Context: an optimization exercise on an open-source flow, tuned for a short achievable clock period and few clock cycles. The choices shown serve that exercise and are no tape-out recipe.
Function was checked by simulation only, so behaviour that the tests miss may differ from the original.
Power figures rest on the tool's default switching activity, not on a simulated workload.

### flow/config.mk
export PLATFORM = sky130hd
export DESIGN_NAME = cpu_top
export DESIGN_NICKNAME = cpu_top
export VERILOG_FILES = /design/flow/design.v
export SDC_FILE = /design/flow/constraint.sdc
export NUM_CORES = 4
export LEC_CHECK = 0
export CAP_MARGIN = 20
export CORE_MARGIN = 2
export CORE_UTILIZATION = 30
export SETUP_SLACK_MARGIN = 3.4
export SLEW_MARGIN = 20
export TNS_END_PERCENT = 100
### flow/constraint.sdc
create_clock -name core_clock -period 5.5 [get_ports {clk}]
set_input_delay 1.1000 -clock core_clock [delete_from_list [all_inputs] [get_ports {clk}]]
set_output_delay 1.1000 -clock core_clock [all_outputs]
set_load 0.01 [all_outputs]
### flow/design.v
package cpu_pkg;
    localparam int WORD_W    = 16;
    localparam int REG_COUNT = 16;
    localparam int IADDR_W   = 11;
    localparam int DADDR_W   = 11;
    localparam logic [2:0] OP_ADDSUB = 3'b000;
    localparam logic [2:0] OP_SLTMUL = 3'b001;
    localparam logic [2:0] OP_LW     = 3'b010;
    localparam logic [2:0] OP_SW     = 3'b011;
    localparam logic [2:0] OP_BEQ    = 3'b100;
    localparam logic [2:0] OP_J      = 3'b101;
endpackage
module cpu_control (
    input  logic [15:0] i_instr,
    output logic        o_uses_rs,
    output logic        o_uses_rt,
    output logic        o_writes,
    output logic [3:0]  o_wr_idx,
    output logic        o_load,
    output logic        o_store,
    output logic        o_mul,
    output logic        o_slt,
    output logic        o_sub,
    output logic        o_cbr,
    output logic        o_uncond
);
    logic [2:0] op;
    logic       same;
    assign op   = i_instr[15:13];
    assign same = (i_instr[12:9] == i_instr[8:5]);
    assign o_load    = (op == cpu_pkg::OP_LW);
    assign o_store   = (op == cpu_pkg::OP_SW);
    assign o_mul     = (op == cpu_pkg::OP_SLTMUL) &&  i_instr[0];
    assign o_slt     = (op == cpu_pkg::OP_SLTMUL) && !i_instr[0];
    assign o_sub     = ((op == cpu_pkg::OP_ADDSUB) && i_instr[0]) || o_slt;
    assign o_cbr     = (op == cpu_pkg::OP_BEQ) && !same;
    assign o_uncond  = (op == cpu_pkg::OP_J) || ((op == cpu_pkg::OP_BEQ) && same);
    assign o_uses_rs = (op == cpu_pkg::OP_ADDSUB) || (op == cpu_pkg::OP_SLTMUL) ||
                       o_load || o_store || o_cbr;
    assign o_uses_rt = (op == cpu_pkg::OP_ADDSUB) || (op == cpu_pkg::OP_SLTMUL) ||
                       o_store || o_cbr;
    assign o_writes  = (op == cpu_pkg::OP_ADDSUB) || (op == cpu_pkg::OP_SLTMUL) || o_load;
    assign o_wr_idx  = o_load ? i_instr[8:5] : i_instr[4:1];
endmodule
module fetch_unit #(
    parameter int N = 4
) (
    input  logic        clk,
    input  logic        rst_n,
    input  logic [10:0] i_pc,
    input  logic        i_ins,
    input  logic [10:0] i_ins_pc,
    input  logic [10:0] i_ins_tgt,
    output logic        o_hit,
    output logic [10:0] o_tgt
);
    logic [N-1:0]  valid_q;
    logic [10:0]   tag_q [N];
    logic [10:0]   tgt_q [N];
    logic [$clog2(N)-1:0] ptr_q;
    always_comb begin
        o_hit = 1'b0;
        o_tgt = '0;
        for (int i = 0; i < N; i++) begin
            if (valid_q[i] && (tag_q[i] == i_pc)) begin
                o_hit = 1'b1;
                o_tgt = o_tgt | tgt_q[i];
            end
        end
    end
    logic        ins_q;
    logic [10:0] ins_pc_q;
    logic [10:0] ins_tgt_q;
    always_ff @(posedge clk or negedge rst_n) begin
        if (!rst_n) begin
            ins_q <= 1'b0;
        end else begin
            ins_q <= i_ins;
        end
    end
    always_ff @(posedge clk) begin
        ins_pc_q  <= i_ins_pc;
        ins_tgt_q <= i_ins_tgt;
    end
    always_ff @(posedge clk or negedge rst_n) begin
        if (!rst_n) begin
            valid_q <= '0;
            ptr_q   <= '0;
        end else if (ins_q) begin
            valid_q[ptr_q] <= 1'b1;
            ptr_q          <= ptr_q + 1'b1;
        end
    end
    always_ff @(posedge clk) begin
        if (ins_q) begin
            tag_q[ptr_q] <= ins_pc_q;
            tgt_q[ptr_q] <= ins_tgt_q;
        end
    end
endmodule
module register_file (
    input  logic        clk,
    input  logic        rst_n,
    input  logic [15:0] i_rs_sel,    
    input  logic [15:0] i_rt_sel,
    input  logic [3:0]  i_rd_idx,
    input  logic        i_we,
    input  logic [15:0] i_wdata,
    output logic [15:0] o_rs_data,
    output logic [15:0] o_rt_data
);
    logic [15:0] regs [16];
    always_ff @(posedge clk or negedge rst_n) begin
        if (!rst_n) begin
            for (int i = 0; i < 16; i++) begin
                regs[i] <= '0;
            end
        end else if (i_we) begin
            regs[i_rd_idx] <= i_wdata;
        end
    end
    always_comb begin
        o_rs_data = '0;
        o_rt_data = '0;
        for (int i = 0; i < 16; i++) begin
            o_rs_data = o_rs_data | ({16{i_rs_sel[i]}} & regs[i]);
            o_rt_data = o_rt_data | ({16{i_rt_sel[i]}} & regs[i]);
        end
    end
endmodule
module execute_unit (
    input  logic               i_sub,
    input  logic [15:0]        i_a,       
    input  logic [15:0]        i_b,
    input  logic [15:0]        i_ca,      
    input  logic [15:0]        i_cb,
    input  logic [15:0]        i_ga,      
    input  logic [15:0]        i_ma,      
    input  logic [15:0]        i_mb,
    input  logic [4:0]         i_imm,
    output logic [15:0]        o_alu,     
    output logic [15:0]        o_add,     
    output logic [15:0]        o_sub,     
    output logic               o_eq,
    output logic [10:0]        o_addr,
    output logic [5:0][15:0]   o_rows
);
    logic [15:0] sum;
    logic [15:0] addr_sum;
    function automatic logic [15:0] ks_add(input logic [15:0] x, input logic [15:0] y, input logic cin);
        logic [15:0] g0, p0, g1, p1, g2, p2, g3, p3, g4, cy;
        g0 = x & y;
        p0 = x ^ y;
        g0[0] = g0[0] | (p0[0] & cin);
        for (int i = 0; i < 16; i++) begin
            g1[i] = (i >= 1) ? (g0[i] | (p0[i] & g0[i-1])) : g0[i];
            p1[i] = (i >= 1) ? (p0[i] & p0[i-1]) : 1'b0;
        end
        for (int i = 0; i < 16; i++) begin
            g2[i] = (i >= 2) ? (g1[i] | (p1[i] & g1[i-2])) : g1[i];
            p2[i] = (i >= 2) ? (p1[i] & p1[i-2]) : 1'b0;
        end
        for (int i = 0; i < 16; i++) begin
            g3[i] = (i >= 4) ? (g2[i] | (p2[i] & g2[i-4])) : g2[i];
            p3[i] = (i >= 4) ? (p2[i] & p2[i-4]) : 1'b0;
        end
        for (int i = 0; i < 16; i++) begin
            g4[i] = (i >= 8) ? (g3[i] | (p3[i] & g3[i-8])) : g3[i];
        end
        cy[0] = cin;
        for (int i = 1; i < 16; i++) begin
            cy[i] = g4[i-1];
        end
        ks_add = p0 ^ cy;
    endfunction
    logic [15:0] add_r, sub_r;
    assign add_r = ks_add(i_a, i_b, 1'b0);
    assign sub_r = ks_add(i_a, ~i_b, 1'b1);
    assign sum   = i_sub ? sub_r : add_r;
    assign o_alu = sum;
    assign o_add = add_r;
    assign o_sub = sub_r;
    assign o_eq  = (i_ca == i_cb);
    assign addr_sum = i_ga + {{11{i_imm[4]}}, i_imm};
    assign o_addr   = addr_sum[10:0];
    logic [15:0] pp [16];
    logic [15:0] l1 [11];
    logic [15:0] l2 [8];
    always_comb begin
        for (int i = 0; i < 16; i++) begin
            pp[i] = i_mb[i] ? (i_ma << i) : 16'd0;
        end
        for (int g = 0; g < 5; g++) begin
            l1[2*g]   = pp[3*g] ^ pp[3*g+1] ^ pp[3*g+2];
            l1[2*g+1] = ((pp[3*g] & pp[3*g+1]) | (pp[3*g] & pp[3*g+2]) | (pp[3*g+1] & pp[3*g+2])) << 1;
        end
        l1[10] = pp[15];
        for (int g = 0; g < 3; g++) begin
            l2[2*g]   = l1[3*g] ^ l1[3*g+1] ^ l1[3*g+2];
            l2[2*g+1] = ((l1[3*g] & l1[3*g+1]) | (l1[3*g] & l1[3*g+2]) | (l1[3*g+1] & l1[3*g+2])) << 1;
        end
        l2[6] = l1[9];
        l2[7] = l1[10];
        for (int g = 0; g < 2; g++) begin
            o_rows[2*g]   = l2[3*g] ^ l2[3*g+1] ^ l2[3*g+2];
            o_rows[2*g+1] = ((l2[3*g] & l2[3*g+1]) | (l2[3*g] & l2[3*g+2]) | (l2[3*g+1] & l2[3*g+2])) << 1;
        end
        o_rows[4] = l2[6];
        o_rows[5] = l2[7];
    end
endmodule
module cpu_top (
    input  logic        clk,
    input  logic        rst_n,
    input  logic [15:0] i_imem_data,
    input  logic [15:0] i_dmem_rdata,
    output logic [10:0] o_imem_addr,
    output logic [10:0] o_dmem_addr,
    output logic        o_dmem_we,
    output logic [15:0] o_dmem_wdata,
    output logic        o_io_stall
);
    logic [10:0] pc_q;
    logic [10:0] pc_inc;
    logic        fv;             
    logic [10:0] pc_d;
    logic        btb_hit;
    logic [10:0] btb_tgt;
    logic        p_q;
    logic [10:0] pnpc_q;         
    logic        ppred_q;        
    logic [5:0]  phi_p1_q;       
    logic [5:0]  phi_m1_q;       
    logic [5:0]  i_lo;
    logic        i_uncond;
    logic        i_redirect;
    logic [10:0] i_tgt;
    logic        d_v;
    logic [15:0] d_i;
    logic [15:0] d_rs_oh, d_rt_oh;    
    logic [10:0] d_npc;
    logic        stall_q;
    logic        d_take;
    logic        d_uses_rs, d_uses_rt, d_writes, d_load, d_store, d_mul, d_slt, d_sub, d_cbr, d_uncond;
    logic [3:0]  d_wr;
    logic [3:0]  d_rs, d_rt;
    logic [15:0] rf_rs, rf_rt;
    logic [15:0] op_a, op_b;
    logic        n_v;
    logic [15:0] n_i;
    logic        n_uses_rs, n_uses_rt;
    logic        n_writes, n_load, n_store, n_mul, n_slt, n_sub, n_cbr, n_uncond;
    logic [3:0]  n_wr;
    logic        e_v, e_writes, e_load, e_store, e_mul, e_slt, e_sub, e_cbr;
    logic [3:0]  e_wr;
    logic [15:0] e_a_q, e_b_q, e_ca_q, e_cb_q, e_ga_q, e_sb_q, e_ma_q, e_mb_q;
    logic [4:0]  e_imm;
    logic [10:0] e_tgt;
    logic [15:0] e_alu;
    logic [15:0] e_add, e_subr;
    logic        e_eq;
    logic [10:0] e_addr;
    logic [5:0][15:0] e_rows;
    logic        flush;
    logic        m_v, m_writes, m_load, m_mul, m_we;
    logic [3:0]  m_wr;
    logic [15:0] m_res, m_wdata;
    logic        m_slt, m_a15, m_b15, m_d15, m_lt;
    logic [15:0] m_val;
    logic [10:0] m_addr;
    logic [5:0][15:0] m_rows;
    logic [15:0] m_s, m_c;
    logic        w_writes, w_load, w_mul;
    logic [3:0]  w_wr;
    logic [15:0] w_res, w_s, w_c;
    logic [15:0] w_prod;
    logic [15:0] w_val;
    logic        x_writes;
    logic [3:0]  x_wr;
    logic [15:0] x_val;
    logic [10:0] pco_n_q;
    assign o_imem_addr = ~pco_n_q;
    assign pc_inc      = pc_q + 11'd1;
    assign fv = !((q_cnt == 2'd2) || ((q_cnt == 2'd1) && p_q));
    fetch_unit #(.N(4)) u_btb (
        .clk       (clk),
        .rst_n     (rst_n),
        .i_pc      (pc_q),
        .i_ins     (p_q && i_uncond && !ppred_q),
        .i_ins_pc  (pnpc_q - 11'd1),
        .i_ins_tgt (i_tgt),
        .o_hit     (btb_hit),
        .o_tgt     (btb_tgt)
    );
    always_comb begin
        if (flush)           pc_d = e_tgt;
        else if (i_redirect) pc_d = i_tgt;
        else if (!fv)        pc_d = pc_q;
        else if (btb_hit)    pc_d = btb_tgt;
        else                 pc_d = pc_inc;
    end
    always_ff @(posedge clk or negedge rst_n) begin
        if (!rst_n) begin
            pc_q     <= '0;
            pco_n_q  <= '1;
            p_q      <= 1'b0;
            pnpc_q   <= '0;
            ppred_q  <= 1'b0;
            phi_p1_q <= 6'd1;
            phi_m1_q <= 6'h3f;
        end else begin
            pc_q     <= pc_d;
            pco_n_q  <= ~pc_d;
            p_q      <= fv && !flush && !i_redirect;
            pnpc_q   <= pc_inc;
            ppred_q  <= btb_hit;
            phi_p1_q <= pc_inc[10:5] + 6'd1;
            phi_m1_q <= pc_inc[10:5] - 6'd1;
        end
    end
    assign i_uncond   = (i_imem_data[15:13] == cpu_pkg::OP_J) ||
                        ((i_imem_data[15:13] == cpu_pkg::OP_BEQ) && (i_imem_data[12:9] == i_imem_data[8:5]));
    assign i_lo       = {1'b0, pnpc_q[4:0]} + {1'b0, i_imem_data[4:0]};
    assign i_tgt      = (i_imem_data[15:13] == cpu_pkg::OP_J) ? i_imem_data[11:1] :
                        {(i_imem_data[4] == i_lo[5]) ? pnpc_q[10:5] :
                         (i_lo[5] ? phi_p1_q : phi_m1_q), i_lo[4:0]};
    assign i_redirect = p_q && i_uncond && !ppred_q && !flush;
    logic [1:0]  q_cnt;
    logic        q_wp, q_rp;
    logic [15:0] q_i [2];
    logic [10:0] q_npc [2];
    logic        h_v;
    logic [15:0] h_i;
    logic [10:0] h_npc;
    logic        q_pop;
    assign d_take = !stall_q;
    assign h_v    = (q_cnt != 2'd0) || p_q;
    assign h_i    = (q_cnt != 2'd0) ? q_i[q_rp] : i_imem_data;
    assign h_npc  = (q_cnt != 2'd0) ? q_npc[q_rp] : pnpc_q;
    assign q_pop  = d_take && h_v;
    always_ff @(posedge clk or negedge rst_n) begin
        if (!rst_n) begin
            q_cnt <= 2'd0;
            q_wp  <= 1'b0;
            q_rp  <= 1'b0;
            d_v   <= 1'b0;
        end else if (flush) begin
            q_cnt <= 2'd0;
            q_rp  <= q_wp;
            d_v   <= 1'b0;
        end else begin
            q_cnt <= q_cnt + {1'b0, p_q} - {1'b0, q_pop};
            q_wp  <= q_wp ^ p_q;
            q_rp  <= q_rp ^ q_pop;
            if (d_take) d_v <= h_v;
        end
    end
    always_ff @(posedge clk) begin
        if (p_q) begin
            q_i[q_wp]   <= i_imem_data;
            q_npc[q_wp] <= pnpc_q;
        end
    end
    always_ff @(posedge clk) begin
        if (d_take) begin
            d_i     <= h_i;
            d_npc   <= h_npc;
            d_rs_oh <= 16'd1 << h_i[12:9];
            d_rt_oh <= 16'd1 << h_i[8:5];
        end
    end
    assign n_v = h_v;
    assign n_i = h_i;
    cpu_control u_ndec (
        .i_instr   (n_i),
        .o_uses_rs (n_uses_rs),
        .o_uses_rt (n_uses_rt),
        .o_writes  (n_writes),
        .o_wr_idx  (n_wr),
        .o_load    (n_load),
        .o_store   (n_store),
        .o_mul     (n_mul),
        .o_slt     (n_slt),
        .o_sub     (n_sub),
        .o_cbr     (n_cbr),
        .o_uncond  (n_uncond)
    );
    logic d_lm, e_lm;
    logic hz_take, hz_hold;
    assign d_lm = d_v && d_writes && (d_load || d_mul || d_slt);
    assign e_lm = e_writes && (e_load || e_mul);
    assign hz_take = n_v && ((n_uses_rs && ((d_lm && (d_wr == n_i[12:9])) || (e_lm && (e_wr == n_i[12:9])))) ||
                             (n_uses_rt && ((d_lm && (d_wr == n_i[8:5]))  || (e_lm && (e_wr == n_i[8:5])))));
    assign hz_hold = d_v && ((d_uses_rs && e_lm && (e_wr == d_rs)) ||
                             (d_uses_rt && e_lm && (e_wr == d_rt)));
    always_ff @(posedge clk or negedge rst_n) begin
        if (!rst_n) begin
            stall_q <= 1'b0;
        end else begin
            stall_q <= !flush && (d_take ? hz_take : hz_hold);
        end
    end
    assign d_rs = d_i[12:9];
    assign d_rt = d_i[8:5];
    cpu_control u_dec (
        .i_instr   (d_i),
        .o_uses_rs (d_uses_rs),
        .o_uses_rt (d_uses_rt),
        .o_writes  (d_writes),
        .o_wr_idx  (d_wr),
        .o_load    (d_load),
        .o_store   (d_store),
        .o_mul     (d_mul),
        .o_slt     (d_slt),
        .o_sub     (d_sub),
        .o_cbr     (d_cbr),
        .o_uncond  (d_uncond)
    );
    register_file u_regfile (
        .clk       (clk),
        .rst_n     (rst_n),
        .i_rs_sel  (d_rs_oh),
        .i_rt_sel  (d_rt_oh),
        .i_rd_idx  (x_wr),
        .i_we      (x_writes),
        .i_wdata   (x_val),
        .o_rs_data (rf_rs),
        .o_rt_data (rf_rt)
    );
    logic ha_e, ha_m, ha_w, ha_x, hb_e, hb_m, hb_w, hb_x;
    logic sa_e, sa_m, sa_w, sa_x, sa_r, sb_e, sb_m, sb_w, sb_x, sb_r;
    assign ha_e = e_writes && (e_wr == d_rs);
    assign ha_m = m_writes && (m_wr == d_rs);
    assign ha_w = w_writes && (w_wr == d_rs);
    assign ha_x = x_writes && (x_wr == d_rs);
    assign hb_e = e_writes && (e_wr == d_rt);
    assign hb_m = m_writes && (m_wr == d_rt);
    assign hb_w = w_writes && (w_wr == d_rt);
    assign hb_x = x_writes && (x_wr == d_rt);
    assign sa_e = ha_e;
    assign sa_m = !ha_e && ha_m;
    assign sa_w = !ha_e && !ha_m && ha_w;
    assign sa_x = !ha_e && !ha_m && !ha_w && ha_x;
    assign sa_r = !ha_e && !ha_m && !ha_w && !ha_x;
    assign sb_e = hb_e;
    assign sb_m = !hb_e && hb_m;
    assign sb_w = !hb_e && !hb_m && hb_w;
    assign sb_x = !hb_e && !hb_m && !hb_w && hb_x;
    assign sb_r = !hb_e && !hb_m && !hb_w && !hb_x;
    logic e_kadd, e_ksub;
    assign e_kadd = !e_sub;
    assign e_ksub = e_sub;
    assign op_a = ({16{sa_e && e_kadd}} & e_add) | ({16{sa_e && e_ksub}} & e_subr) |
                  ({16{sa_m}} & m_val) | ({16{sa_w}} & w_val) |
                  ({16{sa_x}} & x_val) | ({16{sa_r}} & rf_rs);
    assign op_b = ({16{sb_e && e_kadd}} & e_add) | ({16{sb_e && e_ksub}} & e_subr) |
                  ({16{sb_m}} & m_val) | ({16{sb_w}} & w_val) |
                  ({16{sb_x}} & x_val) | ({16{sb_r}} & rf_rt);
    logic d_issue;
    assign d_issue = d_v && !stall_q && !flush;
    always_ff @(posedge clk or negedge rst_n) begin
        if (!rst_n) begin
            e_v      <= 1'b0;
            e_writes <= 1'b0;
            e_store  <= 1'b0;
            e_cbr    <= 1'b0;
        end else begin
            e_v      <= d_issue;
            e_writes <= d_issue && d_writes;
            e_store  <= d_issue && d_store;
            e_cbr    <= d_issue && d_cbr;
        end
    end
    always_ff @(posedge clk) begin
        e_load <= d_load;
        e_mul  <= d_mul;
        e_slt  <= d_slt;
        e_sub  <= d_sub;
        e_wr   <= d_wr;
        e_imm  <= d_i[4:0];
        e_tgt  <= d_npc + {{6{d_i[4]}}, d_i[4:0]};
        e_a_q  <= op_a;
        e_b_q  <= op_b;
        e_ca_q <= d_cbr ? op_a : 16'd0;
        e_cb_q <= d_cbr ? op_b : 16'd0;
        e_ga_q <= (d_load || d_store) ? op_a : 16'd0;
        e_sb_q <= d_store ? op_b : 16'd0;
        e_ma_q <= d_mul ? op_a : 16'd0;
        e_mb_q <= d_mul ? op_b : 16'd0;
    end
    execute_unit u_execute (
        .i_sub  (e_sub),
        .i_a    (e_a_q),
        .i_b    (e_b_q),
        .i_ca   (e_ca_q),
        .i_cb   (e_cb_q),
        .i_ga   (e_ga_q),
        .i_ma   (e_ma_q),
        .i_mb   (e_mb_q),
        .i_imm  (e_imm),
        .o_alu  (e_alu),
        .o_add  (e_add),
        .o_sub  (e_subr),
        .o_eq   (e_eq),
        .o_addr (e_addr),
        .o_rows (e_rows)
    );
    assign flush = e_cbr && e_eq;
    always_ff @(posedge clk or negedge rst_n) begin
        if (!rst_n) begin
            m_v      <= 1'b0;
            m_writes <= 1'b0;
            m_we     <= 1'b0;
        end else begin
            m_v      <= e_v;
            m_writes <= e_writes;
            m_we     <= e_store;
        end
    end
    always_ff @(posedge clk) begin
        m_load  <= e_load;
        m_mul   <= e_mul;
        m_wr    <= e_wr;
        m_res   <= e_alu;
        m_slt   <= e_slt;
        m_a15   <= e_a_q[15];
        m_b15   <= e_b_q[15];
        m_d15   <= e_subr[15];
        m_addr  <= e_addr;
        m_wdata <= e_sb_q;
        m_rows  <= e_rows;
    end
    assign o_dmem_addr  = m_addr;
    assign o_dmem_we    = m_we;
    assign o_dmem_wdata = m_wdata;
    assign o_io_stall   = !m_v;
    assign m_lt  = (m_a15 != m_b15) ? m_a15 : m_d15;
    assign m_val = m_slt ? {15'd0, m_lt} : m_res;
    logic [15:0] l3 [4];
    logic [15:0] l4 [3];
    always_comb begin
        for (int g = 0; g < 2; g++) begin
            l3[2*g]   = m_rows[3*g] ^ m_rows[3*g+1] ^ m_rows[3*g+2];
            l3[2*g+1] = ((m_rows[3*g] & m_rows[3*g+1]) | (m_rows[3*g] & m_rows[3*g+2]) |
                         (m_rows[3*g+1] & m_rows[3*g+2])) << 1;
        end
        l4[0] = l3[0] ^ l3[1] ^ l3[2];
        l4[1] = ((l3[0] & l3[1]) | (l3[0] & l3[2]) | (l3[1] & l3[2])) << 1;
        l4[2] = l3[3];
        m_s   = l4[0] ^ l4[1] ^ l4[2];
        m_c   = ((l4[0] & l4[1]) | (l4[0] & l4[2]) | (l4[1] & l4[2])) << 1;
    end
    always_ff @(posedge clk or negedge rst_n) begin
        if (!rst_n) begin
            w_writes <= 1'b0;
        end else begin
            w_writes <= m_writes;
        end
    end
    always_ff @(posedge clk) begin
        w_load <= m_load;
        w_mul  <= m_mul;
        w_wr   <= m_wr;
        w_res  <= m_val;
        w_s    <= m_s;
        w_c    <= m_c;
    end
    assign w_prod = w_s + w_c;
    assign w_val  = w_load ? i_dmem_rdata : (w_mul ? w_prod : w_res);
    always_ff @(posedge clk or negedge rst_n) begin
        if (!rst_n) begin
            x_writes <= 1'b0;
        end else begin
            x_writes <= w_writes;
        end
    end
    always_ff @(posedge clk) begin
        x_wr  <= w_wr;
        x_val <= w_val;
    end
endmodule
### flow/run.sh
#!/bin/bash
# synth_recipe.tcl (not shown) runs the flow's synth.tcl, then flattens the netlist and writes it again
# the make line also repeats each setting of config.mk as NAME=value (left out here)
make -C /OpenROAD-flow-scripts/flow DESIGN_CONFIG=/design/flow/config.mk WORK_HOME=/design/flow/orfs CLKGATE_MAP_FILE= SYNTH_SCRIPT=/design/flow/synth_recipe.tcl finish
==> impl_metrics.env, run 1 <==
export IMPL_syn_to_final_growth_pct=30.2
export IMPL_htree_levels=3
export IMPL_synth_edff_count=201
export IMPL_grt_util_all_layers_pct=19.2
export IMPL_cp_buffers_inverters=2
export IMPL_core_um2=133000
export IMPL_die_area_um2=137000
export IMPL_antenna_found_initial=4
export IMPL_rsz0062_at_grt="yes"
export IMPL_cts_tree="yes"
export IMPL_finalPower_mw=30.5
export IMPL_slowest_delay_ns=0.51
export IMPL_cts_hold_repair_buffers=0
export IMPL_hold_end="w_mul"
export IMPL_cts_num_sinks=860
export IMPL_finalHoldViolations=0
export IMPL_clock_path_buffers=3
export IMPL_reg2reg_slack_ns=2.81
export IMPL_path_class="flip-flop to flip-flop"
export IMPL_cts_buffers=94
export IMPL_initial_core_util_pct=30.1
export IMPL_num_fill_cells=12600
export IMPL_finClkSkew_ns=0.0726
export IMPL_period_needed_ns=2.69
export IMPL_synth_ff_latch_count=860
export IMPL_crit_required_ns=6.08
export IMPL_timing_rr_end="e_mb_q[10]"
export IMPL_syn_nets=3729
export IMPL_remaining_drc_errors=0
export IMPL_min_period_over_period_pct=48.9
export IMPL_p_int_mw=18.0
export IMPL_wl_per_cell_um=23.8
export IMPL_tightest_slew_ns=0.926
export IMPL_ys_seq_area_share_pct=52.0
export IMPL_critPathLaunchType="flip-flop"
export IMPL_pwr_share_clk_pct=21.7
export IMPL_die_w_um=370
export IMPL_endpoint_kind="flip-flop"
export IMPL_r2r_start="e_a_q[0]"
export IMPL_arrival_ns=3.27
export IMPL_maxCapViolCount=0
export IMPL_cts_root_buf="clkbuf_16"
export IMPL_synth_top_area_cell="dfrtp_1"
export IMPL_drtPass1Iterations=6
export IMPL_async_flop_share_pct=37.7
export IMPL_rows=134
export IMPL_path_clk_slew_ns=0.06
export IMPL_die_h_um=370
export IMPL_crit_fanout=4
export IMPL_dp_hpwl_um=82500
export IMPL_relSlewSlack_pct=37.6
export IMPL_ios=74
export IMPL_viasPerCell=5.31
export IMPL_synth_commonest_cells="dfxtp_1, dfrtp_1, mux2_2, nor2_1, inv_1"
export IMPL_holdPathStages=0
export IMPL_routabilityCongestion=0.896
export IMPL_hp_class="flip-flop to flip-flop"
export IMPL_powerDensity_nw_per_um2=584
export IMPL_syn_avg_cell_area_um2=11.5
export IMPL_synthTopCellsByArea="dfrtp_1, dfxtp_1, edfxtp_1"
export IMPL_drive_gt1_share_pct=37.0
export IMPL_drt_iter0_markers=3196
export IMPL_grt_pass1_vias=29900
export IMPL_globalRouteOverflowTotal=0
export IMPL_combinationalPowerShare_pct=43.1
export IMPL_status="complete, no violations"
export IMPL_drv_slew=0
export IMPL_grt_pass1_wl_um=197000
export IMPL_synth_cell_types=95
export IMPL_yosysMostFrequentCell="dfxtp_1"
export IMPL_port_buffers=73
export IMPL_synth_top_cell_area_share_pct=19.1
export IMPL_worstHoldStart="m_mul"
export IMPL_setup_viol=0
export IMPL_crit_path_top_delay_cell="a2111oi_4"
export IMPL_synth_area_um2=40100
export IMPL_antenna_left=0
export IMPL_clk_latency_ns=0.75
export IMPL_seq_area_um2=21000
export IMPL_cp_cell_sequence="ha_4, inv_2, fa_2, o21bai_4, a311oi_4, a2111oi_4, or4_4, a21boi_4, nor4b_4, buf_6, a21oi_2"
export IMPL_switchingPower_mw=12.5
export IMPL_vdd_drop_max_mv=0.362
export IMPL_multi_input_comb_area_um2=20700
export IMPL_tns_ns=0
export IMPL_syn_inst=3495
export IMPL_vias=30100
export IMPL_grt_max_degree=136
export IMPL_r2r_cells=11
export IMPL_path_delay_family="compound AO/OA/AOI/OAI gates"
export IMPL_fin_nets=4056
export IMPL_ys_warn_count=10
export IMPL_synth_flop_cell="dfxtp_1"
export IMPL_seqPwrFrac_pct=35.3
export IMPL_timing_fmax_mhz=371
export IMPL_sw_frac_of_total_pct=40.9
export IMPL_drt_total_wl_um=135000
export IMPL_leakagePower_nw=21.7
==> logic make-up after synthesis <==
logic type / synth area share (%)
mux: 8.77
flops: 52.0
simple gates: 9.98
buf+inv: 4.40
compound gates: 12.2
xor+xnor: 4.69
fa+ha+maj: 7.92
==> cells in the final DEF, fill, tap and decap left out, drive strengths merged, types with 56 or more instances in the layout <==
cell type,count
buf,404
dfxtp,335
dfrtp,307
mux2,264
nor2,237
inv,233
edfxtp,201
nand2,162
xnor2,158
a22oi,151
clkbuf,135
a21oi,117
ha,111
and2,108
fa,89
nand3,74
a221oi,69
o21ai,67
a22o,60
xor2,56
==> metal layers <==
metal	track usage [%]	routed length (µm)	vias up
li1	-	-	13100
met4	9.69	7130	0
met5	0	0	-
met2	29.2	60700	1580
met3	4.38	12100	383
met1	25.5	55100	15100
==> how the worst max path moves through the flow <==
stage / start / endpoint / slack, ns / cells after the start
finish: e_a_q[0] / e_mb_q[10] / 2.81 / 11
CTS: pco_n_q[8] / o_imem_addr[8] / 2.82 / 2
floorplan: i_imem_data[1] / pc_q[9] / 2.75 / 8
global route: w_s[8] / e_mb_q[10] / 2.76 / 9
detailed placement: i_imem_data[9] / pc_q[9] / 1.49 / 10
global placement: i_imem_data[9] / pc_q[9] / 1.57 / 10
==> power groups by stage <==
stage	Combinational (mW)	Clock [mW]	Sequential, mW
2_1_floorplan	6.56	0	9.68
3_3_place_gp	9.00	0	11.1
3_5_place_dp	9.11	0	11.1
4_1_cts	11.8	6.73	10.7
5_1_grt	13.8	7.00	11.0
6_report	13.2	6.62	10.8
==> registers in the layout, indices dropped and copies added (netlist names), 22 cells and up <==
signal          flops
m_rows             46
q_i                32
q_npc              22
u_btb.tag_q        44
u_btb.tgt_q        44
u_regfile.regs    256
==> layout make-up <==
class / instances / area share (%)
Inverter: 233 / 1.72
Tap cell: 1768 / 4.23
Timing Repair inverter: 1 / 0.0144
Antenna cell: 1 / 0.00479
Timing Repair Buffer: 428 / 7.82
Clock inverter: 46 / 1.15
Sequential cell: 860 / 40.3
Multi-Input combinational cell: 2204 / 39.7
Clock buffer: 132 / 5.14
==> timing repair <==
item	CTS	global route
gates resized for setup	745	279
buffers inserted	209	81
cloned	7	0
pin swaps	191	166
setup endpoints to repair	308	310
==> worst register-to-register path: stages, from the launching register on <==
cell       delay, ns
dfxtp_4         0.36
ha_4            0.13
inv_2           0.03
fa_2            0.37
o21bai_4        0.17
a311oi_4        0.19
a2111oi_4       0.51
or4_4           0.23
a21boi_4        0.06
nor4b_4         0.27
buf_6           0.17
a21oi_2         0.06
==> metrics by stage <==
step           area, µm²  hold slack, ns  setup slack [ns]  std cells  utilization (%)
3_5_place_dp       43300           0.312              1.49       5197             32.5
4_1_cts            50400           0.287              2.82       5591             37.9
5_1_grt            52300           0.300              2.76       5673             39.3
2_1_floorplan      40800           0.310              2.75       3495                -
3_3_place_gp       43300           0.313              1.57       5197             32.5
6_report           52300           0.292              2.81       5673             39.3
Testbench counts, summed over its fixed seeds: cycles 29,713.
==> run 2: changes to the inputs <==
--- a/flow/config.mk
+++ b/flow/config.mk
@@ -5,9 +5,10 @@
 export SDC_FILE = /design/flow/constraint.sdc
 export NUM_CORES = 4
 export LEC_CHECK = 0
+export ABC_CLOCK_PERIOD_IN_PS = 2000
 export CAP_MARGIN = 20
 export CORE_MARGIN = 2
-export CORE_UTILIZATION = 30
+export CORE_UTILIZATION = 40
 export SETUP_SLACK_MARGIN = 3.4
 export SLEW_MARGIN = 20
 export TNS_END_PERCENT = 100
==> run 2 against run 1 <==
Effect of this change: sequential power barely moved; design area down 0.81%; synthesized cell count stayed put; combinational power is essentially flat; count of clock-buffer cells in the layout rose by 11; total power rose by 0.18%.
==> impl_metrics.env, run 2 <==
export IMPL_synth_ff_latch_count=860
export IMPL_path_class="flip-flop to flip-flop"
export IMPL_synth_commonest_cells="dfxtp_1, dfrtp_1, mux2_2, nor2_1, inv_1"
export IMPL_synth_top_cell_area_share_pct=19.1
export IMPL_num_fill_cells=8396
export IMPL_remaining_drc_errors=0
export IMPL_r2r_start="e_a_q[6]"
export IMPL_syn_avg_cell_area_um2=11.5
export IMPL_timing_rr_end="e_sb_q[10]"
export IMPL_drv_slew=0
export IMPL_period_needed_ns=2.68
export IMPL_port_buffers=73
export IMPL_reg_top3="u_regfile.regs (256), m_rows (46)"
export IMPL_ios=74
export IMPL_dp_slack_ns=1.38
export IMPL_arrival_ns=3.29
export IMPL_syn_nets=3729
export IMPL_die_area_um2=103000
export IMPL_drtPass1Iterations=8
export IMPL_drt_iter0_markers=3279
export IMPL_setup_viol=0
export IMPL_layout_commonest_cell="dfrtp_1"
export IMPL_grt_pass1_wl_um=192000
export IMPL_syn_inst=3495
export IMPL_synth_top_area_cell="dfrtp_1"
export IMPL_htree_levels=3
export IMPL_clock_path_buffers=3
export IMPL_fin_area_um2=51800
export IMPL_async_flop_share_pct=37.7
export IMPL_whs_ns=0.327
export IMPL_antenna_found_initial=2
export IMPL_holdPathStages=0
export IMPL_fin_nets=4065
export IMPL_min_period_over_period_pct=48.7
export IMPL_antenna_left=0
export IMPL_path_clk_slew_ns=0.06
export IMPL_cts_tree="yes"
export IMPL_vdd_drop_max_mv=0.355
export IMPL_cts_buffers=95
export IMPL_globalRouteOverflowTotal=0
export IMPL_ys_warn_count=10
export IMPL_p_int_mw=18.2
export IMPL_cts_root_buf="clkbuf_16"
export IMPL_relSlewSlack_pct=36.1
export IMPL_regMostFlops="u_regfile.regs"
export IMPL_die_w_um=321
export IMPL_r2r_cells=10
export IMPL_rsz0062_at_grt="yes"
export IMPL_viasPerCell=5.74
export IMPL_dpl_cell_area_um2=42700
export IMPL_switchingPower_mw=12.4
export IMPL_largest_reg_flops=256
export IMPL_grt_util_all_layers_pct=24.9
export IMPL_rows=116
export IMPL_drive_gt1_share_pct=37.7
export IMPL_worstHoldStart="m_rows[1]"
export IMPL_synthTopCellsByArea="dfrtp_1, dfxtp_1, edfxtp_1"
export IMPL_maxCapViolCount=0
export IMPL_crit_required_ns=6.11
export IMPL_yosysMostFrequentCell="dfxtp_1"
export IMPL_sw_frac_of_total_pct=40.5
export IMPL_finalHoldViolations=0
export IMPL_combinationalPowerShare_pct=43.5
export IMPL_setup_slack_ns=2.82
export IMPL_wl_per_cell_um=25.0
export IMPL_status="complete, no violations"
export IMPL_leakagePower_nw=21.8
export IMPL_syn_to_final_growth_pct=29.2
export IMPL_finClkSkew_ns=0.0254
export IMPL_routabilityCongestion=0.901
export IMPL_core_um2=99700
export IMPL_hold_end="w_s[1]"
export IMPL_reg2reg_slack_ns=2.82
export IMPL_most_common_layout_cells="dfrtp_1, dfxtp_1, mux2_2"
export IMPL_die_h_um=321
export IMPL_clk_latency_ns=0.69
export IMPL_synth_flop_cell="dfxtp_1"
export IMPL_endpoint_kind="flip-flop"
export IMPL_dp_hpwl_um=78600
export IMPL_crit_fanout=6
export IMPL_grt_pass1_vias=30000
export IMPL_grt_max_degree=103
export IMPL_hp_class="flip-flop to flip-flop"
export IMPL_vias=29900
export IMPL_cts_hold_repair_buffers=0
export IMPL_timing_fmax_mhz=373
export IMPL_synth_cell_types=95
export IMPL_initial_core_util_pct=40.3
export IMPL_pwr_share_clk_pct=21.6
export IMPL_tns_ns=0
export IMPL_ys_seq_area_share_pct=52.0
export IMPL_synth_area_um2=40100
export IMPL_powerDensity_nw_per_um2=590
export IMPL_critPathLaunchType="flip-flop"
export IMPL_synth_edff_count=201
export IMPL_cts_num_sinks=860
export IMPL_tightest_slew_ns=0.948
export IMPL_drt_total_wl_um=130000
export IMPL_seqPwrFrac_pct=35.0
export IMPL_num_antenna_cells=0
[run 2: how the worst max path moves through the flow]
stage | slack, ns | endpoint | start
floorplan | 2.75 | pc_q[9] | i_imem_data[1]
global placement | 1.41 | pc_q[8] | i_imem_data[9]
detailed placement | 1.38 | pc_q[8] | i_imem_data[9]
CTS | 2.90 | e_sb_q[10] | e_b_q[0]
global route | 2.76 | e_sb_q[10] | e_b_q[5]
finish | 2.82 | e_sb_q[10] | e_a_q[6]
[run 2: cells by family after synthesis]
group	synth area share, %
xor+xnor	4.69
buf+inv	4.40
mux	8.77
compound gates	12.2
flops	52.0
fa+ha+maj	7.92
simple gates	9.98
[run 2: critical path, cell delays in order, from the launching register on]
cell       delay, ns
dfxtp_1         0.34
ha_1            0.31
or3b_4          0.44
a31oi_4         0.20
a2111oi_4       0.08
buf_4           0.18
or4_4           0.52
a21boi_4        0.19
nor4b_4         0.07
buf_6           0.16
a21oi_4         0.12
[run 2: power by group through the flow]
stage / Sequential (mW) / Combinational (mW) / Clock (mW)
global route: 10.9 / 13.9 / 6.98
finish: 10.7 / 13.3 / 6.60
floorplan: 9.68 / 6.56 / 0
detailed placement: 10.8 / 9.35 / 0
CTS: 10.6 / 12.0 / 6.69
global placement: 10.8 / 9.25 / 0
[run 2: metal layers]
metal / global-route usage [%] / vias to the layer above / routed length [µm]
met4: 10.0 / 2 / 6010
met2: 39.5 / 1363 / 59900
met1: 33.2 / 15000 / 53700
met5: 0.284 / - / 13
li1: - / 13100 / -
met3: 5.04 / 366 / 10500
[run 2: what timing repair did]
| item | 4_1_cts | 5_1_grt |
|---|---|---|
| resized for setup | 768 | 273 |
| endpoints found under the setup margin | 362 | 253 |
| pin swaps | 197 | 169 |
| setup buffers | 224 | 72 |
| gates cloned | 5 | 0 |
[run 2: layout make-up]
class                      instances  area (µm²)  share of cell area (%)
clock buffer                     143        2830                    5.46
timing repair inverter             1        5.00                 0.00965
timing repair buffer             438        4160                    8.03
sequential                       860       21000                    40.5
tap                             1298        1620                    3.13
clock inverter                    37         435                   0.840
inverter                         233         898                    1.73
multi-input combinational       2202       20900                    40.3
[run 2: through the flow]
| step | power (mW) | instances | util (%) |
|---|---|---|---|
| after CTS | 29.3 | 5140 | 50.2 |
| after global routing | 31.8 | 5212 | 52.0 |
| final | 30.6 | 5212 | 52.0 |
| after detailed placement | 20.2 | 4731 | 42.9 |
| after global placement | 20.1 | 4731 | 42.9 |
| after floorplan | 16.2 | 3495 | - |
==> run 3: changes to the inputs <==
--- a/flow/design.v
+++ b/flow/design.v
@@ -141,6 +141,7 @@
     output logic [15:0]        o_alu,     
     output logic [15:0]        o_add,     
     output logic [15:0]        o_sub,     
+    output logic               o_lt,      
     output logic               o_eq,
     output logic [10:0]        o_addr,
     output logic [5:0][15:0]   o_rows
@@ -180,6 +181,7 @@
     assign o_alu = sum;
     assign o_add = add_r;
     assign o_sub = sub_r;
+    assign o_lt  = (i_a[15] != i_b[15]) ? i_a[15] : (i_a[14:0] < i_b[14:0]);
     assign o_eq  = (i_ca == i_cb);
     assign addr_sum = i_ga + {{11{i_imm[4]}}, i_imm};
     assign o_addr   = addr_sum[10:0];
@@ -266,6 +268,7 @@
     logic [3:0]  m_wr;
     logic [15:0] m_res, m_wdata;
     logic        m_slt, m_a15, m_b15, m_d15, m_lt;
+    logic        e_lt;
     logic [15:0] m_val;
     logic [10:0] m_addr;
     logic [5:0][15:0] m_rows;
@@ -387,7 +390,7 @@
     );
     logic d_lm, e_lm;
     logic hz_take, hz_hold;
-    assign d_lm = d_v && d_writes && (d_load || d_mul || d_slt);
+    assign d_lm = d_v && d_writes && (d_load || d_mul);
     assign e_lm = e_writes && (e_load || e_mul);
     assign hz_take = n_v && ((n_uses_rs && ((d_lm && (d_wr == n_i[12:9])) || (e_lm && (e_wr == n_i[12:9])))) ||
                              (n_uses_rt && ((d_lm && (d_wr == n_i[8:5]))  || (e_lm && (e_wr == n_i[8:5])))));
@@ -449,11 +452,13 @@
     assign sb_r = !hb_e && !hb_m && !hb_w && !hb_x;
     logic e_kadd, e_ksub;
     assign e_kadd = !e_sub;
-    assign e_ksub = e_sub;
+    assign e_ksub = e_sub && !e_slt;
     assign op_a = ({16{sa_e && e_kadd}} & e_add) | ({16{sa_e && e_ksub}} & e_subr) |
+                  {15'd0, sa_e && e_slt && e_lt} |
                   ({16{sa_m}} & m_val) | ({16{sa_w}} & w_val) |
                   ({16{sa_x}} & x_val) | ({16{sa_r}} & rf_rs);
     assign op_b = ({16{sb_e && e_kadd}} & e_add) | ({16{sb_e && e_ksub}} & e_subr) |
+                  {15'd0, sb_e && e_slt && e_lt} |
                   ({16{sb_m}} & m_val) | ({16{sb_w}} & w_val) |
                   ({16{sb_x}} & x_val) | ({16{sb_r}} & rf_rt);
     logic d_issue;
@@ -501,6 +506,7 @@
         .o_alu  (e_alu),
         .o_add  (e_add),
         .o_sub  (e_subr),
+        .o_lt   (e_lt),
         .o_eq   (e_eq),
         .o_addr (e_addr),
         .o_rows (e_rows)
--- a/flow/config.mk
+++ b/flow/config.mk
@@ -9,6 +9,7 @@
 export CAP_MARGIN = 20
 export CORE_MARGIN = 2
 export CORE_UTILIZATION = 40
+export PLACE_DENSITY = 0.8
 export SETUP_SLACK_MARGIN = 3.4
 export SLEW_MARGIN = 20
 export TNS_END_PERCENT = 100
==> run 3 against run 2 <==
Effect of this change: wire length up 9.3%; still clean on timing, DRC and antenna; design area up 2.3%; critical endpoint is now e_ma_q[1]; final cell count up 2.5%; register-to-register slack worse by 0.18 ns; sequential share of layout area down 0.86 points; clock skew up 0.022 ns; utilization up 0.86 points.
==> impl_metrics.env, run 3 <==
export IMPL_crit_required_ns=6.03
export IMPL_seqPwrFrac_pct=33.6
export IMPL_yosysMostFrequentCell="dfxtp_1"
export IMPL_synth_flop_cell="dfxtp_1"
export IMPL_arrival_ns=3.39
export IMPL_layout_commonest_cell="dfrtp_1"
export IMPL_core_um2=100000
export IMPL_endpoint_kind="flip-flop"
export IMPL_tns_ns=0
export IMPL_die_w_um=323
export IMPL_synth_commonest_cells="dfxtp_1, dfrtp_1, mux2_2, nor2_1, inv_1"
export IMPL_synth_top_area_cell="dfrtp_1"
export IMPL_num_antenna_cells=0
export IMPL_critPathLaunchType="flip-flop"
export IMPL_num_fill_cells=7724
export IMPL_drt_iter0_markers=4727
export IMPL_clock_path_buffers=3
export IMPL_drv_slew=0
export IMPL_maxCapViolCount=0
export IMPL_timing_fmax_mhz=350
export IMPL_most_common_layout_cells="dfrtp_1, buf_4, dfxtp_1"
export IMPL_synth_top_cell_area_share_pct=18.9
export IMPL_vdd_drop_max_mv=0.402
export IMPL_antenna_found_initial=2
export IMPL_critical_path_startpoint="d_i[9]"
export IMPL_grt_util_all_layers_pct=25.3
export IMPL_cts_root_buf="clkbuf_16"
export IMPL_grt_max_degree=126
export IMPL_synth_cell_types=88
export IMPL_leakagePower_nw=22.3
export IMPL_drt_total_wl_um=142000
export IMPL_drtPass1Iterations=9
export IMPL_switchingPower_mw=13.9
export IMPL_synth_ff_latch_count=860
export IMPL_remaining_drc_errors=0
export IMPL_relSlewSlack_pct=17.9
export IMPL_fin_nets=4146
export IMPL_fin_area_um2=53000
export IMPL_reg2reg_slack_ns=2.64
export IMPL_syn_inst=3537
export IMPL_min_period_over_period_pct=52.0
export IMPL_status="complete, no violations"
export IMPL_setup_viol=0
export IMPL_reg_top3="u_regfile.regs (256), m_rows (46)"
export IMPL_viasPerCell=6.16
export IMPL_globalRouteOverflowTotal=0
export IMPL_path_clk_slew_ns=0.08
export IMPL_setup_slack_ns=2.64
export IMPL_grt_pass1_vias=32200
export IMPL_clk_latency_ns=0.70
export IMPL_dp_slack_ns=1.67
export IMPL_regMostFlops="u_regfile.regs"
export IMPL_dp_hpwl_um=79700
export IMPL_syn_avg_cell_area_um2=11.5
export IMPL_largest_reg_flops=256
export IMPL_r2r_start="d_i[9]"
export IMPL_synthTopCellsByArea="dfrtp_1, dfxtp_1, edfxtp_1"
export IMPL_antenna_left=0
export IMPL_finalHoldViolations=0
export IMPL_ys_warn_count=10
export IMPL_dpl_cell_area_um2=43400
export IMPL_ios=74
export IMPL_r2r_cells=10
export IMPL_vias=32900
export IMPL_combinationalPowerShare_pct=46.9
export IMPL_die_area_um2=104000
export IMPL_die_h_um=323
export IMPL_routabilityCongestion=0.945
export IMPL_sw_frac_of_total_pct=42.3
export IMPL_synth_edff_count=201
export IMPL_timing_rr_end="e_ma_q[1]"
export IMPL_pwr_share_clk_pct=19.6
export IMPL_htree_levels=3
export IMPL_crit_fanout=5
export IMPL_grt_pass1_wl_um=199000
export IMPL_worstSetupEndpoint="e_ma_q[1]"
export IMPL_p_int_mw=19.0
export IMPL_cts_tree="yes"
export IMPL_cts_num_sinks=860
export IMPL_tightest_slew_ns=1.22
export IMPL_syn_nets=3771
export IMPL_syn_to_final_growth_pct=30.6
export IMPL_rsz0062_at_grt="yes"
export IMPL_path_class="flip-flop to flip-flop"
export IMPL_cts_hold_repair_buffers=0
export IMPL_drive_gt1_share_pct=39.5
export IMPL_async_flop_share_pct=37.7
export IMPL_period_needed_ns=2.86
export IMPL_port_buffers=73
export IMPL_finalPower_mw=32.9
export IMPL_hp_class="flip-flop to flip-flop"
export IMPL_rows=116
export IMPL_initial_core_util_pct=40.5
export IMPL_powerDensity_nw_per_um2=621
export IMPL_ys_seq_area_share_pct=51.4
export IMPL_cts_buffers=86
export IMPL_wl_per_cell_um=26.6
export IMPL_synth_area_um2=40600
export IMPL_finClkSkew_ns=0.0478
[run 3: per-stage QoR]
step | cells | util, % | hold slack [ns]
2_1_floorplan | 3537 | - | 0.310
5_1_grt | 5341 | 52.9 | 0.325
6_report | 5341 | 52.9 | 0.322
3_5_place_dp | 4819 | 43.3 | 0.312
3_3_place_gp | 4819 | 43.3 | 0.311
4_1_cts | 5224 | 50.5 | 0.325
[run 3: how the worst min path moves through the flow]
stage | end | from | depth (start not counted)
final | w_s[1] | m_rows[1] | 0
after CTS | m_wdata[7] | e_sb_q[7] | 0
after global routing | w_s[1] | m_rows[1] | 0
after floorplan | m_wdata[0] | e_sb_q[0] | 0
after detailed placement | m_wdata[10] | e_sb_q[10] | 0
after global placement | w_load | m_load | 0
[run 3: routing by layer]
metal	share of wire, %	track usage [%]
met1	36	31.5
met2	44	39.4
met3	12	7.29
met4	7.9	13.9
met5	0.0098	0
[run 3: final cells by class]
| class | instances | area [µm²] | area share (%) |
|---|---|---|---|
| Inverter | 205 | 793 | 1.50 |
| Multi-Input combinational cell | 2271 | 21800 | 41.1 |
| Clock buffer | 105 | 2340 | 4.41 |
| Sequential cell | 860 | 21000 | 39.7 |
| Tap cell | 1357 | 1700 | 3.20 |
| Timing Repair Buffer | 488 | 4660 | 8.79 |
| Clock inverter | 55 | 726 | 1.37 |
[run 3: power groups by stage]
stage | combinational (mW) | clock, mW | sequential (mW)
final | 15.4 | 6.45 | 11.1
after detailed placement | 9.86 | 0 | 11.0
after floorplan | 7.15 | 0 | 9.80
after global routing | 15.8 | 6.73 | 11.2
after global placement | 9.62 | 0 | 10.9
after CTS | 12.8 | 6.44 | 10.8
[run 3: kinds of logic (layout without fill, tap and decap cells)]
| logic type | after synthesis | in the layout | synth area share (%) |
|---|---|---|---|
| fa+ha+maj | 201 | 201 | 7.83 |
| mux | 335 | 335 | 9.13 |
| buf+inv | 414 | 853 | 4.01 |
| xor+xnor | 217 | 217 | 4.68 |
| flops | 860 | 860 | 51.4 |
| simple gates | 806 | 814 | 9.98 |
| compound gates | 704 | 704 | 13.0 |
[run 3: critical path: stages, from the launching register on]
cell and delay (ns):
edfxtp_1 0.52, xor2_2 0.21, nor4_4 0.34, buf_6 0.21
a211oi_4 0.09, buf_6 0.16, a222oi_1 0.49, nand2_1 0.19
a211oi_4 0.24, buf_12 0.17, nor2_1 0.04
[run 3: timing repair]
item	CTS	global route
setup endpoints to repair	315	291
pin swaps	172	176
resized for setup	773	328
buffers inserted	237	115
cloned	8	1
Testbench counts of run 3, summed over its fixed seeds: cycles 29,510.
==> run 4: changes to the inputs <==
--- a/flow/config.mk
+++ b/flow/config.mk
@@ -9,7 +9,7 @@
 export CAP_MARGIN = 20
 export CORE_MARGIN = 2
 export CORE_UTILIZATION = 40
-export PLACE_DENSITY = 0.8
+export GPL_ROUTABILITY_DRIVEN = 0
 export SETUP_SLACK_MARGIN = 3.4
 export SLEW_MARGIN = 20
 export TNS_END_PERCENT = 100
==> run 4 against run 3 <==
Effect of this change: via count decreased by 4.6%; count of clock-buffer cells in the layout increased by 30; design area unchanged; critical path type unchanged.
==> impl_metrics.env, run 4 <==
export IMPL_synth_commonest_cells="dfxtp_1, dfrtp_1, mux2_2, nor2_1, inv_1"
export IMPL_grt_pass1_vias=30800
export IMPL_rows=116
export IMPL_globalRouteOverflowTotal=0
export IMPL_regMostFlops="u_regfile.regs"
export IMPL_arrival_ns=3.16
export IMPL_cts_root_buf="clkbuf_16"
export IMPL_powerDensity_nw_per_um2=603
export IMPL_drive_gt1_share_pct=39.0
export IMPL_cts_buffers=93
export IMPL_ys_seq_area_share_pct=51.4
export IMPL_leakagePower_nw=22.4
export IMPL_path_class="flip-flop to flip-flop"
export IMPL_path_delay_family="compound AO/OA/AOI/OAI gates"
export IMPL_async_flop_share_pct=37.7
export IMPL_grt_max_degree=95
export IMPL_endpoint_kind="flip-flop"
export IMPL_period_needed_ns=2.64
export IMPL_tightest_slew_ns=1.13
export IMPL_num_fill_cells=8477
export IMPL_drv_slew=0
export IMPL_ios=74
export IMPL_hp_class="flip-flop to flip-flop"
export IMPL_antenna_found_initial=1
export IMPL_htree_levels=3
export IMPL_rsz0062_at_grt="yes"
export IMPL_crit_required_ns=6.02
export IMPL_fin_nets=4165
export IMPL_clock_path_buffers=3
export IMPL_tns_ns=0
export IMPL_synth_flop_cell="dfxtp_1"
export IMPL_grt_pass1_wl_um=199000
export IMPL_cp_buffers_inverters=3
export IMPL_viasPerCell=5.85
export IMPL_synth_edff_count=201
export IMPL_drtPass1Iterations=6
export IMPL_finClkSkew_ns=0.0488
export IMPL_port_buffers=73
export IMPL_min_period_over_period_pct=48.0
export IMPL_initial_core_util_pct=40.5
export IMPL_crit_fanout=4
export IMPL_path_clk_slew_ns=0.06
export IMPL_finalHoldViolations=0
export IMPL_remaining_drc_errors=0
export IMPL_vdd_drop_max_mv=0.305
export IMPL_syn_to_final_growth_pct=30.6
export IMPL_multi_input_comb_area_um2=21600
export IMPL_die_h_um=323
export IMPL_timing_fmax_mhz=379
export IMPL_maxCapViolCount=0
export IMPL_antenna_left=0
export IMPL_crit_path_frequent_cell="inv_2"
export IMPL_die_area_um2=104000
export IMPL_core_um2=100000
export IMPL_dp_slack_ns=1.64
export IMPL_setup_viol=0
export IMPL_cp_cell_sequence="inv_2, ha_4, inv_2, fa_2, a211oi_2, o21a_1, o21a_4, nor2_4, a221o_1, a211oi_4, buf_12, nor2_1"
export IMPL_syn_nets=3771
export IMPL_setup_slack_ns=2.86
export IMPL_critPathLaunchType="flip-flop"
export IMPL_ys_warn_count=10
export IMPL_synth_top_cell_area_share_pct=18.9
export IMPL_layout_commonest_cell="buf_4"
export IMPL_synth_top_area_cell="dfrtp_1"
export IMPL_synth_ff_latch_count=860
export IMPL_dp_cells=4820
export IMPL_drt_iter0_markers=3812
export IMPL_whs_ns=0.326
export IMPL_seq_area_um2=21000
export IMPL_largest_reg_flops=256
export IMPL_syn_inst=3537
export IMPL_die_w_um=323
export IMPL_yosysMostFrequentCell="dfxtp_1"
export IMPL_status="complete, no violations"
export IMPL_synth_area_um2=40600
export IMPL_clk_latency_ns=0.72
export IMPL_dp_hpwl_um=83800
export IMPL_syn_avg_cell_area_um2=11.5
export IMPL_crit_path_top_delay_cell="dfxtp_2"
export IMPL_relSlewSlack_pct=24.4
export IMPL_synth_cell_types=88
export IMPL_drt_total_wl_um=138000
export IMPL_wl_per_cell_um=25.7
export IMPL_most_common_layout_cells="buf_4, dfrtp_1, dfxtp_1"
export IMPL_slowest_delay_ns=0.34
export IMPL_reg_top3="u_regfile.regs (256), m_rows (46)"
export IMPL_grt_util_all_layers_pct=25.7
export IMPL_vias=31400
export IMPL_cts_tree="yes"
export IMPL_synthTopCellsByArea="dfrtp_1, dfxtp_1, edfxtp_1"
export IMPL_cts_num_sinks=860
export IMPL_final_cells=5362
## run 4: cell types whose count changed in the layout (fill, tap and decap cells not counted), sizes merged, moves of 2 or more
cell / change
bufinv: -10
buf: +5
dlygate4sd2: +6
clkdlybuf4s15: -2
inv: -5
clkdlybuf4s50: -2
clkbuf: +31
clkinvlp: -7
## run 4: worst paths after layout
kind | cells past startpoint | startpoint | slack, ns | endpoint
hold / removal | 0 | m_rows[0] | 0.33 | w_s[0]
setup / recovery | 12 | e_a_q[0] | 2.86 | e_ma_q[10]
hold reg to reg | 0 | m_rows[0] | 0.33 | w_s[0]
setup reg to reg | 12 | e_a_q[0] | 2.86 | e_ma_q[10]
min in group asynchronous | 1 | rst_n | 0.48 | u_regfile.regs[0][1]
max in group asynchronous | 2 | rst_n | 3.86 | u_regfile.regs[2][9]
## run 4: kinds of logic (layout without fill, tap and decap cells)
| group | after synthesis | in the layout | share of synthesized area (%) |
|---|---|---|---|
| other | 0 | 1 | 0 |
| XOR/XNOR | 217 | 217 | 4.68 |
| buffers and inverters | 414 | 870 | 4.01 |
| multiplexers | 335 | 335 | 9.13 |
| flip-flops | 860 | 860 | 51.4 |
| adder cells (fa/ha/maj) | 201 | 201 | 7.83 |
| AND/OR/NAND/NOR | 806 | 815 | 9.98 |
| AO/OA/AOI/OAI | 704 | 706 | 13.0 |
## run 4: through the flow
stage,power (mW),instance area (µm²),utilization (%)
after floorplan,16.9,41600,-
after global placement,20.9,43500,43.3
after detailed placement,21.0,43500,43.3
after CTS,30.3,51000,50.9
after global routing,33.1,53000,52.9
final,31.9,53000,52.9
## run 4: where the power goes
part           switching, mW  total, mW  leakage, nW  internal (mW)
Sequential              2.11       10.9         9.00           8.81
Clock                   2.73       6.34         1.54           3.61
Combinational           8.33       14.7         11.8           6.35
## run 4: timing repair
item | CTS | global route
pin swaps | 194 | 175
endpoints found under the setup margin | 392 | 338
resized for setup | 757 | 291
hold buffers | 0 | 0
endpoints found under the hold margin | 0 | 0
buffers inserted | 261 | 99
cloned | 12 | 1
## run 4: layer usage
| metal | share of wire [%] | global-route usage, % |
|---|---|---|
| met1 | 41 | 34.5 |
| met2 | 44 | 39.2 |
| met3 | 9.6 | 6.54 |
| met4 | 5.1 | 11.6 |
| met5 | 0 | 0 |
## run 4: layout make-up
cell class / count / share of cell area, %
Timing Repair Buffer: 497 / 8.89
Tap cell: 1357 / 3.20
Sequential cell: 860 / 39.7
Antenna cell: 1 / 0.00472
Clock inverter: 33 / 0.732
Multi-Input combinational cell: 2274 / 40.8
Inverter: 205 / 1.48
Clock buffer: 135 / 5.19
## run 4: worst register-to-register path: cells and delay by family, from the launching register on
family,cells,cell delay (ns)
AO/OA/AOI/OAI,5,1.28
adder cells (fa/ha/maj),2,0.47
buffers and inverters,3,0.28
flip-flops,1,0.34
AND/OR/NAND/NOR,2,0.10
==> run 5: changes to the inputs <==
--- a/flow/config.mk
+++ b/flow/config.mk
@@ -9,7 +9,6 @@
 export CAP_MARGIN = 20
 export CORE_MARGIN = 2
 export CORE_UTILIZATION = 40
-export GPL_ROUTABILITY_DRIVEN = 0
 export SETUP_SLACK_MARGIN = 3.4
 export SLEW_MARGIN = 20
 export TNS_END_PERCENT = 100
==> run 5 against run 4 <==
Effect of this change: clock power grew 4.9%; clock skew shrank 0.0032 ns; utilization shrank 0.19 points; final cell count shrank 0.47%; maximum frequency grew 0.80%; largest power group unchanged.
==> impl_metrics.env, run 5 <==
export IMPL_most_common_layout_cells="dfrtp_1, dfxtp_1, mux2_2"
export IMPL_finalHoldViolations=0
export IMPL_period_needed_ns=2.62
export IMPL_grt_util_all_layers_pct=25.4
export IMPL_cts_tree="yes"
export IMPL_worstHoldStart="e_sb_q[10]"
export IMPL_muxShareOfSynthArea_pct=9.13
export IMPL_crit_path_top_delay_cell="fa_2"
export IMPL_critPathLaunchType="flip-flop"
export IMPL_wl_per_cell_um=25.2
export IMPL_die_h_um=323
export IMPL_drv_slew=0
export IMPL_path_class="flip-flop to flip-flop"
export IMPL_combinationalPowerShare_pct=45.1
export IMPL_remaining_drc_errors=0
export IMPL_crit_required_ns=6.04
export IMPL_finalPower_mw=31.9
export IMPL_die_w_um=323
export IMPL_grt_use_met2_pct=39.0
export IMPL_drtPass1Iterations=9
export IMPL_syn_inst=3537
export IMPL_synth_cell_types=88
export IMPL_pwr_share_clk_pct=20.8
export IMPL_slowest_delay_ns=0.37
export IMPL_synth_top_family_by_area="compound AO/OA/AOI/OAI gates"
export IMPL_largest_reg_flops=256
export IMPL_syn_avg_cell_area_um2=11.5
export IMPL_antenna_found_initial=1
export IMPL_viasPerCell=5.80
export IMPL_cts_root_buf="clkbuf_16"
export IMPL_crit_fanout=5
export IMPL_drt_iter0_markers=3471
export IMPL_holdPathStages=0
export IMPL_grt_pass1_wl_um=197000
export IMPL_synth_ff_latch_count=860
export IMPL_powerDensity_nw_per_um2=604
export IMPL_syn_nets=3771
export IMPL_relSlewSlack_pct=25.8
export IMPL_switchingPower_mw=12.9
export IMPL_syn_to_final_growth_pct=30.1
export IMPL_tightest_slew_ns=1.10
export IMPL_dp_hpwl_um=82900
export IMPL_cts_num_sinks=860
export IMPL_seq_area_um2=21000
export IMPL_rows=116
export IMPL_r2r_start="e_a_q[0]"
export IMPL_synth_edff_count=201
export IMPL_maxCapViolCount=0
export IMPL_leakagePower_nw=22.4
export IMPL_cts_buffers=94
export IMPL_tns_ns=0
export IMPL_final_core_util_pct=52.7
export IMPL_clk_latency_ns=0.70
export IMPL_hold_end="m_wdata[10]"
export IMPL_initial_core_util_pct=40.5
export IMPL_ys_warn_count=10
export IMPL_synth_compound_area_share_pct=13.0
export IMPL_globalRouteOverflowTotal=0
export IMPL_sw_frac_of_total_pct=40.5
export IMPL_synth_top_area_cell="dfrtp_1"
export IMPL_yosysMostFrequentCell="dfxtp_1"
export IMPL_vias=31000
export IMPL_endpoint_kind="flip-flop"
export IMPL_antenna_left=0
export IMPL_cp_cell_sequence="inv_2, ha_4, inv_2, fa_2, a211oi_4, o21a_1, o21a_4, nor2_4, a221o_1, a211oi_4, buf_12, nor2_1"
export IMPL_grt_max_degree=108
export IMPL_top_usage_layer="met2"
export IMPL_synth_flop_cell="dfxtp_1"
export IMPL_status="complete, no violations"
export IMPL_min_period_over_period_pct=47.6
export IMPL_core_um2=100000
export IMPL_arrival_ns=3.16
export IMPL_htree_levels=3
export IMPL_synth_area_um2=40600
export IMPL_num_fill_cells=8560
export IMPL_yosys_area_share_simple_pct=9.98
export IMPL_synth_xor_area_share_pct=4.68
export IMPL_vdd_drop_max_mv=0.378
export IMPL_timing_rr_end="e_mb_q[10]"
export IMPL_drt_total_wl_um=135000
export IMPL_multi_input_comb_area_um2=21400
export IMPL_ys_seq_area_share_pct=51.4
export IMPL_reg2reg_slack_ns=2.88
export IMPL_routabilityCongestion=0.928
export IMPL_rsz0062_at_grt="yes"
export IMPL_synthTopCellsByArea="dfrtp_1, dfxtp_1, edfxtp_1"
export IMPL_timing_fmax_mhz=382
export IMPL_synth_commonest_cells="dfxtp_1, dfrtp_1, mux2_2, nor2_1, inv_1"
export IMPL_path_clk_slew_ns=0.07
export IMPL_r2r_cells=12
export IMPL_layout_commonest_cell="dfrtp_1"
export IMPL_p_int_mw=19.0
export IMPL_grt_util_met3_pct=5.91
export IMPL_synth_top_cell_area_share_pct=18.9
export IMPL_fin_nets=4132
export IMPL_ios=74
export IMPL_clock_path_buffers=3
export IMPL_grt_pass1_vias=30600
export IMPL_synth_adder_area_share_pct=7.83
export IMPL_whs_ns=0.325
export IMPL_async_flop_share_pct=37.7
export IMPL_die_area_um2=104000
export IMPL_finClkSkew_ns=0.0456
export IMPL_regMostFlops="u_regfile.regs"
export IMPL_seqPwrFrac_pct=34.0
export IMPL_setup_viol=0
export IMPL_hp_class="flip-flop to flip-flop"
export IMPL_reg_top3="u_regfile.regs (256), m_rows (46)"
export IMPL_port_buffers=73
export IMPL_drive_gt1_share_pct=37.8
export IMPL_grt_met1_usage_pct=34.6
==> run 5: cell count changes in the layout (fill, tap and decap cells not counted), sizes merged <==
cell and change:
clkinvlp +1, bufbuf +1, nor2 -1, a211oi -1
bufinv +2, and4 -1, and3 -1, clkdlybuf4s15 +5
dlygate4sd2 -6, inv +2, buf -30, clkinv +4
==> run 5: cell families (layout without fill, tap and decap cells) <==
logic type,count (synthesis),in the layout
adders and majority gates,201,201
AOI/OAI and AO/OA,704,705
muxes,335,335
and+or+nand+nor,806,812
DFF,860,860
xor gates and xnor gates,217,217
other,0,1
buffers and inverters,414,849
==> run 5: cell type report <==
type	count	share of cell area (%)
Antenna cell	1	0.00474
Clock buffer	135	5.49
Clock inverter	42	0.772
Inverter	205	1.48
Multi-Input combinational cell	2270	40.6
Sequential cell	860	39.8
Tap cell	1357	3.21
Timing Repair Buffer	467	8.71
==> run 5: power by group through the flow <==
stage               sequential, mW  combinational, mW  clock (mW)
finish                        10.9               14.4        6.65
global route                  11.1               15.0        7.00
CTS                           10.8               13.1        6.73
detailed placement            10.9               10.1           0
global placement              10.9               9.97           0
floorplan                     9.80               7.15           0
==> run 5: layer usage <==
| metal | vias to the layer above | part of all wire (%) |
|---|---|---|
| met2 | 1540 | 45 |
| li1 | 13400 | - |
| met4 | 2 | 4.4 |
| met1 | 15600 | 41 |
| met5 | - | 0.084 |
| met3 | 372 | 9.5 |
==> run 5: repair_timing <==
item | in CTS | in global routing
gates cloned | 9 | 0
pin swaps | 192 | 125
hold buffers | 0 | 0
setup buffers | 258 | 73
setup endpoints to repair | 325 | 345
gates resized for setup | 750 | 231
==> run 5: how the worst max path moves through the flow <==
stage	from	to	slack, ns	cells past startpoint
after global placement	i_imem_data[4]	pc_q[5]	1.64	8
after CTS	e_a_q[0]	e_cb_q[14]	2.89	11
after detailed placement	i_imem_data[4]	pc_q[5]	1.57	9
after floorplan	i_imem_data[2]	pc_q[5]	2.79	8
final	e_a_q[0]	e_mb_q[10]	2.88	12
after global routing	e_b_q[0]	e_ca_q[12]	2.83	11
==> run 5: per-stage QoR <==
| step | instances | worst slack (ns) | area (µm²) |
|---|---|---|---|
| final | 5337 | 2.88 | 52800 |
| after global routing | 5337 | 2.83 | 52800 |
| after CTS | 5263 | 2.89 | 51200 |
| after floorplan | 3537 | 2.79 | 41600 |
| after detailed placement | 4819 | 1.57 | 43500 |
| after global placement | 4819 | 1.64 | 43500 |
==> run 5: critical path, delay by kind of cell, from the launching register on <==
family	cells	cell delay, ns
adders and majority gates	2	0.49
DFF	1	0.34
buffers and inverters	3	0.25
and+or+nand+nor	2	0.10
AOI/OAI and AO/OA	5	1.28

==> afterwards: timing with drivers on the ports <==
Ports are ideal in the flow. The routed layouts listed here were re-timed in OpenROAD.
Step 1 sets driving cells, clkbuf_16 on the clock port and buf_2 on the other inputs (assumed; they add their load-dependent delay and slew).
Step 2 also shifts input and output timing later by t, the mid clock arrival at the registers, as if the neighbouring blocks saw the same clock.
Slacks: no drivers / after step 1 / after step 2; pairs: no drivers / after step 1.
run | t, ns | slack for setup (ns) | worst data-port slew with drivers (ns)
run 1 | 0.786 | 2.808 / 2.793 / 2.315 | 0.10
run 2 | 0.738 | 2.819 / 2.819 / 2.376 | 0.07
run 3 | 0.750 | 2.643 / 2.643 / 2.286 | 0.13
run 4 | 0.764 | 2.860 / 2.854 / 2.302 | 0.11
run 5 | 0.745 | 2.881 / 2.881 / 2.341 | 0.11
After both steps every run listed still meets setup and hold. For run 4, which loses most, drivers alone change the setup slack by -0.006 ns; drivers and shift together by -0.558 ns.
